From an optimization exercise on the open Yosys and OpenROAD flow, aimed at small area; shortcuts taken in it are not production practice.
At most, simulation tests tie the RTL to the original design; equivalence was not proved.
The RTL of runs 1 and 2 was laid out without a check of its function.
Power and IR drop assume default switching activity.

$ cat constraint.sdc
create_clock -name core_clock -period 5.0 [get_ports {clk}]
set_input_delay 1.0000 -clock core_clock [delete_from_list [all_inputs] [get_ports {clk}]]
set_output_delay 1.0000 -clock core_clock [all_outputs]
set_load 0.01 [all_outputs]
$ cat design.v
package ctw_pkg;
	localparam int TIMER_COUNT = 16;
	localparam int EXP_W       = 16;   
	localparam int RANK_W      = 4;    
	localparam int ENT_W       = 1 + RANK_W + EXP_W;
	typedef enum logic [1:0] {
		OP_SCHED = 2'd0,
		OP_STOP  = 2'd1,
		OP_TICK  = 2'd2,
		OP_NONE  = 2'd3
	} op_t;
	typedef enum logic [1:0] {
		KIND_SCHED      = 2'd0,
		KIND_STOP       = 2'd1,
		KIND_FIRED      = 2'd2,
		KIND_IDLE_TICK  = 2'd3
	} kind_t;
	typedef enum logic [1:0] {
		ST_CLR,
		ST_IDLE,
		ST_SCAN,
		ST_EMIT
	} state_t;
endpackage
module ctw_mem (
	input  logic                      clk,
	input  logic [ctw_pkg::ENT_W-1:0] wr_data,
	output logic [ctw_pkg::ENT_W-1:0] rd_data
);
	logic [ctw_pkg::ENT_W*ctw_pkg::TIMER_COUNT-1:0] ring_q;
	always_ff @(posedge clk) begin
		ring_q <= {wr_data, ring_q[ctw_pkg::ENT_W*ctw_pkg::TIMER_COUNT-1:ctw_pkg::ENT_W]};
	end
	assign rd_data = ring_q[ctw_pkg::ENT_W-1:0];
endmodule
module callout_timer_wheel (
	input  logic        clk,
	input  logic        arst_n,
	input  logic        s_axis_tvalid,
	output logic        s_axis_tready,
	input  logic [23:0] s_axis_tdata,   
	input  logic [1:0]  s_axis_tuser,   
	output logic        m_axis_tvalid,
	input  logic        m_axis_tready,
	output logic [39:0] m_axis_tdata,   
	output logic [1:0]  m_axis_tuser,   
	output logic        m_axis_tlast
);
	localparam int EW = ctw_pkg::EXP_W;
	localparam int RW = ctw_pkg::RANK_W;
	ctw_pkg::state_t state_q, state_d;
	logic [3:0]      cnt_q;
	logic            ph_q;            
	logic            wp_q;            
	logic [RW-1:0]   r0_q;            
	logic [31:0]     time_q;
	logic            found_q, multi_q;
	logic [3:0]      best_id_q;
	logic [RW-1:0]   best_rank_q;
	logic            clr_v_q;
	logic [3:0]      clr_id_q;
	logic [ctw_pkg::ENT_W-1:0] rd_ent, wr_ent;
	logic            t_pend;
	logic [RW-1:0]   t_rank;
	logic [EW-1:0]   t_exp;
	logic            w_pend;
	logic [RW-1:0]   w_rank;
	logic [EW-1:0]   w_exp;
	logic [1:0]      in_op;
	logic [3:0]      in_id;
	logic [15:0]     in_delay;
	logic [15:0]     delay_eff;
	logic            at_id;
	logic            clr_hit;
	logic            pend;
	logic            match;
	logic [15:0]     add_b;
	logic [15:0]     sum_lo;
	logic            c16;
	logic            hi_cin;
	logic [15:0]     hi_inc;
	logic            out_free;
	logic            accept;
	logic            tick_acc;
	logic            load;
	logic [1:0]      ld_kind;
	logic [3:0]      ld_id;
	logic            ld_pend;
	logic            ld_last;
	logic            out_valid_q;
	logic [1:0]      out_kind_q;
	logic [3:0]      out_id_q;
	logic            out_pend_q;
	logic [15:0]     out_lo_q;
	logic            out_c_q;
	logic            out_last_q;
	assign in_op     = s_axis_tuser;
	assign in_id     = s_axis_tdata[3:0];
	assign in_delay  = s_axis_tdata[19:4];
	assign delay_eff = {in_delay[15:1], in_delay[0] | (in_delay == 16'd0)};
	ctw_mem u_mem (
		.clk     (clk),
		.wr_data (wr_ent),
		.rd_data (rd_ent)
	);
	assign {t_pend, t_rank, t_exp} = rd_ent;
	assign wr_ent = {w_pend, w_rank, w_exp};
	assign at_id    = (cnt_q == in_id);
	assign clr_hit  = clr_v_q && (cnt_q == clr_id_q);
	assign pend     = t_pend && !clr_hit;
	assign match    = pend && (t_exp == time_q[EW-1:0]);
	assign out_free = !out_valid_q || m_axis_tready;
	assign tick_acc = (state_q == ctw_pkg::ST_IDLE) && s_axis_tvalid &&
		(in_op == ctw_pkg::OP_TICK) && (cnt_q == 4'd15) && !out_valid_q;
	assign add_b    = (state_q != ctw_pkg::ST_IDLE) ? 16'd0 :
		(in_op == ctw_pkg::OP_TICK) ? 16'd1 : delay_eff;
	assign {c16, sum_lo} = {1'b0, time_q[15:0]} + {1'b0, add_b};
	assign hi_cin   = out_valid_q ? out_c_q : c16;
	assign hi_inc   = time_q[31:16] + {15'd0, hi_cin};
	assign accept   = s_axis_tvalid && s_axis_tready;
	always_comb begin
		state_d       = state_q;
		s_axis_tready = 1'b0;
		w_pend        = pend;
		w_rank        = t_rank;
		w_exp         = t_exp;
		load          = 1'b0;
		ld_kind       = ctw_pkg::KIND_SCHED;
		ld_id         = in_id;
		ld_pend       = pend;
		ld_last       = 1'b1;
		case (state_q)
			ctw_pkg::ST_CLR: begin
				w_pend = 1'b0;
				w_rank = cnt_q;
				if (cnt_q == 4'd15) state_d = ctw_pkg::ST_IDLE;
			end
			ctw_pkg::ST_IDLE: begin
				if (s_axis_tvalid) begin
					case (in_op)
						ctw_pkg::OP_SCHED: begin
							if (!ph_q) begin
								if (at_id && !out_valid_q) begin
									w_pend = 1'b1;
									w_rank = {RW{1'b1}};
									w_exp  = sum_lo;
								end
							end else if (at_id) begin
								s_axis_tready = 1'b1;
								load          = 1'b1;
								ld_pend       = wp_q;
							end else if (t_rank > r0_q) begin
								w_rank = t_rank - 1'b1;
							end
						end
						ctw_pkg::OP_STOP: begin
							if (at_id && out_free) begin
								s_axis_tready = 1'b1;
								load          = 1'b1;
								ld_kind       = ctw_pkg::KIND_STOP;
								w_pend        = 1'b0;
							end
						end
						ctw_pkg::OP_TICK: begin
							if ((cnt_q == 4'd15) && !out_valid_q) begin
								s_axis_tready = 1'b1;
								state_d       = ctw_pkg::ST_SCAN;
							end
						end
						default: s_axis_tready = 1'b1;
					endcase
				end
			end
			ctw_pkg::ST_SCAN: begin
				if (cnt_q == 4'd15) state_d = ctw_pkg::ST_EMIT;
			end
			default: begin  
				if (out_free && (cnt_q == 4'd15)) begin
					load    = 1'b1;
					ld_id   = best_id_q;
					ld_pend = 1'b0;
					if (found_q) begin
						ld_kind = ctw_pkg::KIND_FIRED;
						ld_last = !multi_q;
						state_d = multi_q ? ctw_pkg::ST_SCAN : ctw_pkg::ST_IDLE;
					end else begin
						ld_kind = ctw_pkg::KIND_IDLE_TICK;
						ld_id   = 4'd0;
						state_d = ctw_pkg::ST_IDLE;
					end
				end
			end
		endcase
	end
	always_ff @(posedge clk or negedge arst_n) begin
		if (!arst_n) begin
			state_q <= ctw_pkg::ST_CLR;
			cnt_q   <= 4'd0;
			ph_q    <= 1'b0;
			clr_v_q <= 1'b0;
		end else begin
			state_q <= state_d;
			cnt_q   <= cnt_q + 4'd1;
			if ((state_q == ctw_pkg::ST_IDLE) && s_axis_tvalid &&
				(in_op == ctw_pkg::OP_SCHED) && at_id) begin
				if (!ph_q && !out_valid_q) ph_q <= 1'b1;
				else if (ph_q) ph_q <= 1'b0;
			end
			if (clr_hit) clr_v_q <= 1'b0;
			if (load && found_q && (state_q == ctw_pkg::ST_EMIT)) clr_v_q <= 1'b1;
		end
	end
	always_ff @(posedge clk) begin
		if (state_q == ctw_pkg::ST_CLR) begin
			time_q <= 32'd0;
		end else if (tick_acc) begin
			time_q <= {hi_inc, sum_lo};
		end
		if (!ph_q) begin
			wp_q <= pend;
			r0_q <= t_rank;
		end
		if (tick_acc || (load && (state_q == ctw_pkg::ST_EMIT))) begin
			found_q <= 1'b0;
			multi_q <= 1'b0;
		end else if ((state_q == ctw_pkg::ST_SCAN) && match) begin
			found_q <= 1'b1;
			if (found_q) multi_q <= 1'b1;
			if (!found_q || (t_rank < best_rank_q)) begin
				best_id_q   <= cnt_q;
				best_rank_q <= t_rank;
			end
		end
		if (load && found_q && (state_q == ctw_pkg::ST_EMIT)) clr_id_q <= best_id_q;
	end
	always_ff @(posedge clk or negedge arst_n) begin
		if (!arst_n) begin
			out_valid_q <= 1'b0;
		end else if (load) begin
			out_valid_q <= 1'b1;
		end else if (m_axis_tready) begin
			out_valid_q <= 1'b0;
		end
	end
	always_ff @(posedge clk) begin
		if (load) begin
			out_kind_q <= ld_kind;
			out_id_q   <= ld_id;
			out_pend_q <= ld_pend;
			out_lo_q   <= sum_lo;
			out_c_q    <= c16;
			out_last_q <= ld_last;
		end
	end
	assign m_axis_tvalid = out_valid_q;
	assign m_axis_tdata  = {3'b000, {hi_inc, out_lo_q} & {32{!out_kind_q[0]}}, out_pend_q, out_id_q};
	assign m_axis_tuser  = out_kind_q;
	assign m_axis_tlast  = out_last_q;
endmodule
$ cat run.sh
#!/bin/bash
# synth_recipe.tcl (not shown) runs the flow's synth.tcl, then flattens the netlist and writes it again
# the make line also repeats each setting of config.mk as NAME=value (left out here)
make -C /OpenROAD-flow-scripts/flow DESIGN_CONFIG=/design/flow/config.mk WORK_HOME=/design/flow/orfs CLKGATE_MAP_FILE= SYNTH_SCRIPT=/design/flow/synth_recipe.tcl finish
$ cat config.mk
export PLATFORM = sky130hd
export DESIGN_NAME = callout_timer_wheel
export DESIGN_NICKNAME = callout_timer_wheel
export VERILOG_FILES = /design/flow/design.v
export SDC_FILE = /design/flow/constraint.sdc
export NUM_CORES = 4
export LEC_CHECK = 0
export ABC_AREA = 1
export CAP_MARGIN = 20
export CORE_MARGIN = 2
export CORE_UTILIZATION = 40
export SLEW_MARGIN = 20
==> results of run 1 <==
## registers in the layout (all words and copies together) (netlist names), 2 cells and up
signal        cells
clr_id_q          4
out_kind_q        2
out_lo_q         16
cnt_q             4
out_id_q          4
time_q           32
best_id_q         4
best_rank_q       4
state_q           2
r0_q              4
u_mem.ring_q    336
## synth_stat cells (all sizes together)
cell type / instances / area share
dfxtp: 370 / 0.59
nand2: 181 / 0.055
inv: 151 / 0.045
nor2: 113 / 0.037
o21ai: 70 / 0.029
nand3: 47 / 0.020
a21oi: 46 / 0.018
edfxtp: 42 / 0.10
ha: 32 / 0.032
xor2: 18 / 0.013
buf: 13 / 0.0084
nor3: 12 / 0.0048
clkbuf: 9 / 0.0027
dfrtp: 9 / 0.018
nand4: 8 / 0.0040
o211ai: 6 / 0.0036
o21bai: 6 / 0.0036
xnor2: 6 / 0.0048
a22oi: 3 / 0.0018
nor4: 3 / 0.0015
a31oi: 2 / 0.0010
nand3b: 2 / 0.0012
a21boi: 1 / 0.00060
a21o: 1 / 0.00060
a31o: 1 / 0.00070
and2: 1 / 0.00050
conb: 1 / 0.00030
fa: 1 / 0.0016
o22ai: 1 / 0.00050
or2: 1 / 0.00050
## routing by layer
metal | GRT usage | part of all wire | up-vias
met5 | 0 | 0 | -
met4 | 0.0527 | 0.028 | 0
met3 | 0.0318 | 0.044 | 53
met2 | 0.253 | 0.45 | 151
met1 | 0.208 | 0.48 | 3661
li1 | - | - | 4030
## what timing repair did
action,CTS,global route
endpoints found under the setup margin,16,15
setup buffers,7,6
cloned,1,0
pin swaps,29,22
resized for setup,163,19
## cell families (layout without fill, tap and decap cells)
group,after synthesis,in the layout,share of synthesized area
xor gates and xnor gates,24,24,0.0174
and+or+nand+nor,368,368,0.124
buffers and inverters,173,387,0.0563
other,1,4,0.000299
AOI/OAI and AO/OA,137,137,0.0593
adders and majority gates,33,33,0.0335
DFF,421,421,0.709
## stage by stage
stage,util,hold WS (ns)
2_1_floorplan,-,0.310
5_1_grt,0.517,0.319
3_5_place_dp,0.461,0.312
3_3_place_gp,0.461,0.310
6_report,0.517,0.308
4_1_cts,0.513,0.306
## worst max-delay path: cells and delay by family
family,cells,cell delay [ns]
buf+inv,7,0.93
compound gates,2,0.37
xor+xnor,1,0.15
fa+ha+maj,3,0.64
simple gates,12,1.22
## worst max-delay path by stage
stage	slack, ns	cells after the start	to
final	-0.32	25	m_axis_tdata[29]
after global routing	-0.58	25	m_axis_tdata[29]
after CTS	-0.30	27	m_axis_tdata[33]
after detailed placement	-1.29	27	m_axis_tdata[33]
after global placement	-1.18	27	m_axis_tdata[33]
after floorplan	0.03	24	m_axis_tdata[33]
## where the power goes
part | internal [mW] | switching (mW)
logic | 0.0288 | 0.0284
registers | 3.40 | 0.000000141
clock network | 1.90 | 1.25
total | 5.33 | 1.28
## layout make-up
type	instances	area (um^2)	share of cell area
Sequential cell	421	8890	0.560
Multi-Input combinational cell	565	3190	0.201
Timing Repair Buffer	160	1320	0.0829
Clock buffer	57	1200	0.0754
Inverter	151	569	0.0358
Tap cell	396	495	0.0312
Clock inverter	19	220	0.0139
Antenna cell	1	2.50	0.000157
## layout by cell type, fill, tap and decap left out, types with 4 or more instances in the layout
cell type / count
nand4_1: 8
inv_6: 4
inv_1: 146
o21ai_1: 8
nand2_1: 172
nand2_4: 4
o21ai_0: 58
clkbuf_1: 7
clkbuf_16: 43
inv_2: 4
nor2_2: 7
inv_4: 4
nor3_1: 11
buf_6: 9
xnor2_1: 5
nand3_1: 42
bufinv_16: 4
ha_1: 29
o211ai_1: 6
buf_2: 15
nand3_2: 4
clkdlybuf4s50_1: 35
buf_4: 89
nor2_1: 98
clkdlybuf4s15_2: 7
a21oi_2: 7
a21oi_1: 39
xor2_1: 16
o21bai_1: 6
edfxtp_1: 42
dfxtp_1: 370
nor2_4: 7
nand2_2: 5
clkbuf_8: 7
dfrtp_1: 9
clkinv_2: 6
==> metrics.yaml, run 1 <==
status: "failed layout checks"
so_faults: "setup timing"
synth-seq-cells: 421
worstSetupStartpoint: "s_axis_tuser[1]"
slowest_delay_ns: 0.30
dr.pass1.iters: 4
synth_seq_area_share: 0.709
finalCritPeriodShare: 1.06
cp.required_ns: 4.00
cts.clk_slew.worst_paths_ns: 0.07
period_needed_ns: 5.32
p_leak_nw: 7.16
slew_headroom: 0.448
total_power_mw: 6.61
dieArea_mm2: 0.0328
hpwlAfterDp_um: 17000
crit_slowest_cell: "ha_1"
cts-root-buf: "clkbuf_16"
fmax_mhz: 188
cts_tree: "done"
grt_max_degree: 40
hold_buffers: 0
numPortBuffers: 67
rsz0062_at_grt: "true"
grt_pass1_vias: 7838
nFillCells: 2743
via_per_inst: 4.46
critPathLaunchType: "primary input"
hold_viol: 0
io_pins: 75
worst_pin_slew_ns: 0.828
ant_nets: 0
drv_slew: 0
crit_arrival_ns: 4.32
gp_congestion: 0.845
fin_area_mm2: 0.0159
routed_wl_um: 25300
fin_nets: 1403
whs_path_depth: 0
fin_skew_ns: 0.0208
std_cell_rows: 64
synth_area_mm2: 0.0125
hp-start: "u_mem.ring_q[247]$_DFF_P_"
finalSetupViolCount: 12
rrSetupSlack_ns: 1.18
worstSetupPathType: "in -> out"
dp_cells: 1679
finalSetupTns_ns: -2.26
track_usage: 0.156
synth.distinct_cells: 41
antenna_found_initial: 0
reg2reg_depth: 26
syn_inst: 1157
setup_slack_ns: -0.323
cap_viol_max_count: 0
h-tree-depth: 2
detail_route.wl_per_cell_um: 14.3
cp_max_fo: 7
worstSetupEndpointType: "output pin"
clkSinkCount: 421
grt_overflow: 0
power_density_mw_per_mm2: 416
die_y_um: 181
grt_pass1_wl_um: 40300
dp_slack_ns: -1.29
r2r-end: "time_q[30]$_SDFFE_PP0P_"
die_x_um: 181
drt_iter0_markers: 488
min_path_type: "reg -> reg"
clkLatencyLatePin_ns: 0.53
ys_warn_count: 2
core_area_mm2: 0.0307
dpl-instance-area_mm2: 0.0142
syn_avg_cell_area_um2: 10.8
vias: 7895
initial_utilization: 0.408
area_growth_pct: 26.7
clockBufferDepth: 3
cts_made_buffers: 41
fin_cells: 1770
post-route-drc-count: 0
drive_above_1_share: 0.181
hold_end: "u_mem.ring_q[226]$_DFF_P_"
rr_startpoint: "state_q[0]$_DFFE_PN0P_"
ir_drop_uv: 252
==> run 2: changes to the inputs <==
--- a/config.mk
+++ b/config.mk
@@ -9,4 +9,6 @@
 export CAP_MARGIN = 20
 export CORE_MARGIN = 2
 export CORE_UTILIZATION = 40
+export CTS_BUF_LIST = sky130_fd_sc_hd__clkbuf_2 sky130_fd_sc_hd__clkbuf_4
+export CTS_CLUSTER_SIZE = 30
 export SLEW_MARGIN = 20
==> run 2 against run 1 <==
  * The layout still fails its checks (setup timing)
  * Worst setup slack better by 0.12 ns
  * Wire length up 2.0%
  * Sequential power about the same
  * Largest power group unchanged
  * Power down 7.0%
  * First-iteration DRC count down 25%
==> metrics.yaml, run 2 <==
fin_cells: 1873
dieArea_mm2: 0.0328
drv_slew: 0
ant_nets: 0
area_growth_pct: 25.9
clockBufferDepth: 3
io_pins: 75
core_area_mm2: 0.0307
cap_viol_max_count: 0
std_cell_rows: 64
die_x_um: 181
routed_wl_um: 25800
multi_input_area_mm2: 0.00321
hold_viol: 0
top_register: "u_mem.ring_q"
rsz0062_at_grt: "true"
hpwlAfterDp_um: 17000
total_power_mw: 6.15
status: "failed layout checks"
power_density_mw_per_mm2: 389
initial_utilization: 0.408
setup_slack_ns: -0.207
cts.clk_slew.worst_paths_ns: 0.06
dp_cells: 1679
crit_arrival_ns: 4.21
nFillCells: 2806
finalSetupViolCount: 11
p_clk_frac: 0.437
numPortBuffers: 67
cp_max_fo: 3
antenna_found_initial: 2
critPathLaunchType: "primary input"
slew_headroom: 0.425
gp_congestion: 0.845
finalCritPeriodShare: 1.04
grt_pass1_wl_um: 41400
synth_top_family_by_area: "simple AND/OR/NAND/NOR gates"
final_cell_mix: "370 x dfxtp_1, 171 x nand2_1, 145 x inv_1"
fmax_mhz: 192
clkSinkCount: 421
ys_warn_count: 2
syn_avg_cell_area_um2: 10.8
yosys_most_used_dff: "dfxtp_1"
vias: 8259
drive_above_1_share: 0.233
worst_pin_slew_ns: 0.861
cts_tree: "done"
p_sw_mw: 1.30
synthTopCellsByCount: "370 x dfxtp_1, 180 x nand2_1, 148 x inv_1"
synth.distinct_cells: 41
layout_commonest_cell: "dfxtp_1"
post-route-drc-count: 0
fin_area_mm2: 0.0158
synth_mux_area_frac: 0
fin_skew_ns: 0.0902
cp.required_ns: 4.00
power_frac_seq: 0.553
syn_inst: 1157
cts_made_buffers: 99
synth_seq_area_share: 0.709
h-tree-depth: 3
grt_pass1_vias: 8341
synth_xor_area_frac: 0.0174
utilization: 0.513
ir_drop_uv: 181
cts-root-buf: "clkbuf_4"
p_sw_frac: 0.212
track_usage: 0.161
worstSetupPathType: "in -> out"
die_y_um: 181
min_path_type: "reg -> reg"
async_reset_ff_frac: 0.0214
dp_slack_ns: -1.29
grt_overflow: 0
period_needed_ns: 5.21
p_int_mw: 4.85
synth-edff-count: 42
finalSetupTns_ns: -1.39
drt_iter0_markers: 367
worstSetupEndpointType: "output pin"
dr.pass1.iters: 7
synth_compound_area_frac: 0.0593
regArea_mm2: 0.00889
grt_max_degree: 40
yosysMostFrequentCell: "dfxtp_1"
synth-seq-cells: 421
yosysTopAreaCell: "dfxtp_1"
synth_top_area_frac: 0.591
ys_top_cells_by_area: "dfxtp_1 59%, edfxtp_1 10%, nand2_1 5.4%, inv_1 4.4%, ha_1 3.2%"
clkLatencyLatePin_ns: 0.75
via_per_inst: 4.41
so_faults: "setup timing"
dpl-instance-area_mm2: 0.0142
synthSimpleGateAreaFrac: 0.124
detail_route.wl_per_cell_um: 13.8
largest_register_ffs: 336
top_regs: "u_mem.ring_q x336, time_q x32, out_lo_q x16"
pwr-share-comb: 0.009
hold_ws_ns: 0.243
synthAdderAreaFrac: 0.0335
p_leak_nw: 7.23
fin_nets: 1464
synth_area_mm2: 0.0125
## run 2: area by class of cell
class                      instances  share of cell area
sequential                       421               0.563
multi-input combinational        565               0.203
timing repair buffer             163              0.0849
clock buffer                     141              0.0671
inverter                         151              0.0361
tap                              396              0.0314
clock inverter                    34              0.0136
antenna                            2            0.000317
## run 2: cell families (layout without fill, tap and decap cells)
group,count (synthesis),in the layout
flip-flops,421,421
AND/OR/NAND/NOR,368,368
buffers and inverters,173,489
AO/OA/AOI/OAI,137,137
adder cells (fa/ha/maj),33,33
XOR/XNOR,24,24
other,1,5
## run 2: routing by layer
layer  wire [um]  global-route usage  up-vias  part of all wire
met5           0                   0        -                 0
met4         584              0.0663        0             0.023
met3        1420              0.0458       43             0.055
met2       11800               0.260      187              0.46
met1       12000               0.204     3816              0.46
li1            -                   -     4213                 -
## run 2: timing repair
action / in CTS / in global routing
buffers inserted: 8 / 8
endpoints found under the setup margin: 16 / 16
gates cloned: 1 / 0
pin swaps: 28 / 20
hold buffers: 0 / 0
resized for setup: 167 / 22
## run 2: power by group through the flow
stage	registers [mW]	clock network (mW)	logic [mW]
after floorplan	3.48	0	0.0138
after global placement	3.48	0	0.0552
after detailed placement	3.48	0	0.0554
after CTS	3.40	2.79	0.0580
after global routing	3.40	2.98	0.0620
final	3.40	2.69	0.0575
## run 2: worst paths after layout
| check | slack (ns) | depth (start not counted) | to | startpoint |
|---|---|---|---|---|
| min in group asynchronous | 0.63 | 1 | cnt_q[3]$_DFF_PN0_ | arst_n |
| hold reg to reg | 0.24 | 0 | u_mem.ring_q[82]$_DFF_P_ | u_mem.ring_q[103]$_DFF_P_ |
| max in group asynchronous | 3.96 | 1 | state_q[0]$_DFFE_PN0P_ | arst_n |
| setup / recovery | -0.21 | 26 | m_axis_tdata[35] | s_axis_tdata[9] |
| setup reg to reg | 1.34 | 27 | time_q[28]$_SDFFE_PP0P_ | state_q[1]$_DFFE_PN0P_ |
| hold / removal | 0.24 | 0 | u_mem.ring_q[82]$_DFF_P_ | u_mem.ring_q[103]$_DFF_P_ |
## run 2: critical path, stage by stage
cell	delay, ns
buf_2	0.11
nor4_2	0.26
buf_4	0.16
nand4_1	0.09
a21oi_2	0.15
ha_2	0.22
fa_2	0.22
nand3_2	0.07
nand2_2	0.08
nand2_2	0.06
nand2_4	0.07
nand3_2	0.08
nand2_2	0.09
nand2_2	0.07
a31oi_4	0.17
ha_4	0.17
ha_4	0.14
nand2_4	0.05
nor2_4	0.11
nand2_4	0.07
buf_4	0.13
buf_6	0.11
inv_4	0.05
nand4_1	0.12
a21oi_2	0.17
buf_2	0.15
==> run 3: changes to the inputs <==
--- a/design.v
+++ b/design.v
@@ -74,11 +74,8 @@
 	logic            clr_hit;
 	logic            pend;
 	logic            match;
-	logic [15:0]     add_b;
-	logic [15:0]     sum_lo;
-	logic            c16;
-	logic            hi_cin;
-	logic [15:0]     hi_inc;
+	logic [31:0]     add_b;
+	logic [31:0]     sum;
 	logic            out_free;
 	logic            accept;
 	logic            tick_acc;
@@ -86,13 +83,13 @@
 	logic [1:0]      ld_kind;
 	logic [3:0]      ld_id;
 	logic            ld_pend;
+	logic [31:0]     ld_time;
 	logic            ld_last;
 	logic            out_valid_q;
 	logic [1:0]      out_kind_q;
 	logic [3:0]      out_id_q;
 	logic            out_pend_q;
-	logic [15:0]     out_lo_q;
-	logic            out_c_q;
+	logic [31:0]     out_time_q;
 	logic            out_last_q;
 	assign in_op     = s_axis_tuser;
 	assign in_id     = s_axis_tdata[3:0];
@@ -111,12 +108,9 @@
 	assign match    = pend && (t_exp == time_q[EW-1:0]);
 	assign out_free = !out_valid_q || m_axis_tready;
 	assign tick_acc = (state_q == ctw_pkg::ST_IDLE) && s_axis_tvalid &&
-		(in_op == ctw_pkg::OP_TICK) && (cnt_q == 4'd15) && !out_valid_q;
-	assign add_b    = (state_q != ctw_pkg::ST_IDLE) ? 16'd0 :
-		(in_op == ctw_pkg::OP_TICK) ? 16'd1 : delay_eff;
-	assign {c16, sum_lo} = {1'b0, time_q[15:0]} + {1'b0, add_b};
-	assign hi_cin   = out_valid_q ? out_c_q : c16;
-	assign hi_inc   = time_q[31:16] + {15'd0, hi_cin};
+		(in_op == ctw_pkg::OP_TICK) && (cnt_q == 4'd15);
+	assign add_b    = (in_op == ctw_pkg::OP_TICK) ? 32'd1 : {16'd0, delay_eff};
+	assign sum      = time_q + add_b;
 	assign accept   = s_axis_tvalid && s_axis_tready;
 	always_comb begin
 		state_d       = state_q;
@@ -128,6 +122,7 @@
 		ld_kind       = ctw_pkg::KIND_SCHED;
 		ld_id         = in_id;
 		ld_pend       = pend;
+		ld_time       = 32'd0;
 		ld_last       = 1'b1;
 		case (state_q)
 			ctw_pkg::ST_CLR: begin
@@ -143,12 +138,13 @@
 								if (at_id && !out_valid_q) begin
 									w_pend = 1'b1;
 									w_rank = {RW{1'b1}};
-									w_exp  = sum_lo;
+									w_exp  = sum[EW-1:0];
 								end
 							end else if (at_id) begin
 								s_axis_tready = 1'b1;
 								load          = 1'b1;
 								ld_pend       = wp_q;
+								ld_time       = sum;
 							end else if (t_rank > r0_q) begin
 								w_rank = t_rank - 1'b1;
 							end
@@ -162,7 +158,7 @@
 							end
 						end
 						ctw_pkg::OP_TICK: begin
-							if ((cnt_q == 4'd15) && !out_valid_q) begin
+							if (cnt_q == 4'd15) begin
 								s_axis_tready = 1'b1;
 								state_d       = ctw_pkg::ST_SCAN;
 							end
@@ -181,6 +177,7 @@
 					ld_pend = 1'b0;
 					if (found_q) begin
 						ld_kind = ctw_pkg::KIND_FIRED;
+						ld_time = time_q;
 						ld_last = !multi_q;
 						state_d = multi_q ? ctw_pkg::ST_SCAN : ctw_pkg::ST_IDLE;
 					end else begin
@@ -214,7 +211,7 @@
 		if (state_q == ctw_pkg::ST_CLR) begin
 			time_q <= 32'd0;
 		end else if (tick_acc) begin
-			time_q <= {hi_inc, sum_lo};
+			time_q <= sum;
 		end
 		if (!ph_q) begin
 			wp_q <= pend;
@@ -247,13 +244,12 @@
 			out_kind_q <= ld_kind;
 			out_id_q   <= ld_id;
 			out_pend_q <= ld_pend;
-			out_lo_q   <= sum_lo;
-			out_c_q    <= c16;
+			out_time_q <= ld_time;
 			out_last_q <= ld_last;
 		end
 	end
 	assign m_axis_tvalid = out_valid_q;
-	assign m_axis_tdata  = {3'b000, {hi_inc, out_lo_q} & {32{!out_kind_q[0]}}, out_pend_q, out_id_q};
+	assign m_axis_tdata  = {3'b000, out_time_q, out_pend_q, out_id_q};
 	assign m_axis_tuser  = out_kind_q;
 	assign m_axis_tlast  = out_last_q;
 endmodule
==> config.mk (replaced) <==
export PLATFORM = sky130hd
export DESIGN_NAME = callout_timer_wheel
export DESIGN_NICKNAME = callout_timer_wheel
export VERILOG_FILES = /design/flow/design.v
export SDC_FILE = /design/flow/constraint.sdc
export NUM_CORES = 4
export LEC_CHECK = 0
export CAP_MARGIN = 20
export CORE_MARGIN = 2
export CORE_UTILIZATION = 40
export SLEW_MARGIN = 20
==> run 3 against run 2 <==
  * Now clean on timing, DRC and antenna
  * Largest power group unchanged
  * Sequential share of layout area increased by 4.6 points
  * Worst setup slack better by 0.80 ns
  * Register-to-register slack better by 0.30 ns
  * Critical path depth fell by 13
==> metrics.yaml, run 3 <==
syn_inst: 991
slew_headroom: 0.343
std_cell_rows: 65
synth_area_mm2: 0.0128
dieArea_mm2: 0.0336
fin_nets: 1136
crit_arrival_ns: 4.73
cp-endpoint: "out_time_q[18]$_DFFE_PP_"
period_needed_ns: 4.40
cts.clk_slew.worst_paths_ns: 0.06
top_regs: "u_mem.ring_q x336, out_time_q x32, time_q x32"
cap_viol_max_count: 0
core_area_mm2: 0.0316
hold_viol: 0
gp_congestion: 0.845
hp-start: "u_mem.ring_q[144]$_DFF_P_"
cp_max_fo: 14
drv_slew: 0
area_growth_pct: 19.4
die_x_um: 183
cts-root-buf: "clkbuf_16"
synthTopCellsByCount: "370 x dfxtp_1, 82 x nand2_1, 57 x edfxtp_1"
ant_nets: 0
drive_above_1_share: 0.0921
cts_setup_buffers: 0
detail_route.wl_per_cell_um: 15.5
syn_avg_cell_area_um2: 13.0
ctsResizeCount: 0
antenna_found_initial: 0
clockBufferDepth: 3
r2r-end: "out_time_q[19]$_DFFE_PP_"
hold_ws_ns: 0.301
worst_pin_slew_ns: 0.980
worstSetupEndpointType: "flip-flop"
grt_max_degree: 40
hold_buffers: 0
finalSetupViolCount: 0
top_register: "u_mem.ring_q"
worstSetupStartpoint: "s_axis_tuser[1]"
clkSinkCount: 436
largest_register_ffs: 336
synth.distinct_cells: 61
initial_utilization: 0.407
yosysTopAreaCell: "dfxtp_1"
synth-seq-cells: 436
fin_area_mm2: 0.0153
cts_made_buffers: 41
p_leak_nw: 5.90
yosysMostFrequentCell: "dfxtp_1"
fin_skew_ns: 0.0269
hpwlAfterDp_um: 15400
fin_cells: 1509
worstSetupPathType: "in -> reg"
reg2reg_depth: 6
dpl-instance-area_mm2: 0.0140
drt_iter0_markers: 353
critPathLaunchType: "primary input"
status: "timing/DRC/antenna clean"
final_cell_mix: "370 x dfxtp_1, 82 x nand2_1, 67 x clkdlybuf4s50_1"
routed_wl_um: 23400
synth-edff-count: 57
async_reset_ff_frac: 0.0206
yosys_most_used_dff: "dfxtp_1"
vias: 7242
cts_tree: "done"
synth_top_area_frac: 0.577
dp_cells: 1434
fmax_mhz: 227
via_per_inst: 4.80
clkLatencyLatePin_ns: 0.53
dr.pass1.iters: 5
ys_top_cells_by_area: "dfxtp_1 58%, edfxtp_1 13%, ha_1 2.9%, nand2_1 2.4%, xnor2_1 1.8%"
synth_seq_area_share: 0.727
io_pins: 75
min_path_type: "reg -> reg"
track_usage: 0.140
rrSetupSlack_ns: 1.64
grt_overflow: 0
nFillCells: 2789
grt_pass1_wl_um: 36900
grt_pass1_vias: 6836
whs_path_depth: 0
numPortBuffers: 67
post-route-drc-count: 0
ir_drop_uv: 272
ys_warn_count: 2
rr_startpoint: "state_q[1]$_DFFE_PN0P_"
h-tree-depth: 2
cp.required_ns: 5.32
finalCritPeriodShare: 0.881
die_y_um: 183
rsz0062_at_grt: "false"
diodes: 0
power_density_mw_per_mm2: 459
layout_commonest_cell: "dfxtp_1"
run 3: where the power goes:
group	switching [mW]	internal, mW	total, mW
clock network	1.26	1.82	3.08
registers	0.0424	3.64	3.69
logic	0.172	0.107	0.279
run 3: cells by family after synthesis:
group	share of synthesized area
DFF	0.727
and+or+nand+nor	0.0916
AOI/OAI and AO/OA	0.0824
buffers and inverters	0.0213
xor gates and xnor gates	0.0332
adders and majority gates	0.0308
muxes	0.0131
other	0.000292
run 3: per-stage QoR:
| stage | setup TNS (ns) | utilization | total power [mW] | setup WS, ns |
|---|---|---|---|---|
| global placement | -0.0231 | 0.443 | 4.03 | -0.0117 |
| detailed placement | 0 | 0.443 | 4.04 | 0.102 |
| finish | 0 | 0.486 | 7.05 | 0.595 |
| global route | 0 | 0.486 | 7.31 | 0.363 |
| floorplan | 0 | - | 3.93 | 0.366 |
| CTS | 0 | 0.486 | 7.13 | 0.601 |
run 3: worst max-delay path, stage by stage:
cell,delay (ns)
clkdlybuf4s50_1,0.55
nand2b_1,0.47
nand3b_1,0.15
ha_1,0.24
fa_1,0.42
a21o_1,0.23
a311o_1,0.38
a221oi_1,0.46
buf_4,0.21
o211ai_1,0.16
nand2b_1,0.11
a21oi_1,0.06
o21ai_0,0.28
run 3: worst min-delay path by stage:
stage,endpoint,slack (ns)
floorplan,u_mem.ring_q[0]$_DFF_P_,0.31
global placement,u_mem.ring_q[143]$_DFF_P_,0.31
detailed placement,u_mem.ring_q[16]$_DFF_P_,0.31
CTS,u_mem.ring_q[123]$_DFF_P_,0.30
global route,u_mem.ring_q[123]$_DFF_P_,0.31
finish,u_mem.ring_q[123]$_DFF_P_,0.30
run 3: cell type report:
type	count	area, um^2	area share
Timing Repair Buffer	77	758	0.0494
Sequential cell	436	9340	0.609
Clock inverter	13	140	0.00914
Inverter	26	97.6	0.00636
Multi-Input combinational cell	493	3270	0.213
Clock buffer	62	1230	0.0801
Tap cell	402	503	0.0328
run 3: layer usage:
layer | vias up | track usage | wire length (um)
li1 | 3615 | - | -
met1 | 3437 | 0.206 | 12100
met2 | 150 | 0.207 | 9800
met3 | 40 | 0.0256 | 935
met4 | 0 | 0.0496 | 573
met5 | - | 0 | 0

separate check: timing with driven ports:
The results above use ideal ports. As a check the final layouts listed here were re-extracted and re-timed, cells and wires unchanged. Step 1 assumes that a clkbuf_16 drives the clock port and a buf_2 every other input. Step 2 also shifts input and output timing later by t, the mid clock arrival at the registers, as if the neighbouring blocks saw the same clock. a / b / c = no drivers / after step 1 / after step 2; a / b = the first two.
| run | t (ns) | setup slack, ns | worst setup path after step 2 | worst data-port slew with drivers (ns) |
|---|---|---|---|---|
| run 1 | 0.568 | -0.323 / -0.350 / -0.350 | input to output | 0.05 |
| run 2 | 0.743 | -0.207 / -0.237 / -0.237 | input to output | 0.06 |
| run 3 | 0.565 | 0.595 / 0.617 / 0.052 | input to register | 0.04 |
For run 3, which loses most, drivers alone change the setup slack by +0.022 ns; drivers and shift together by -0.543 ns.
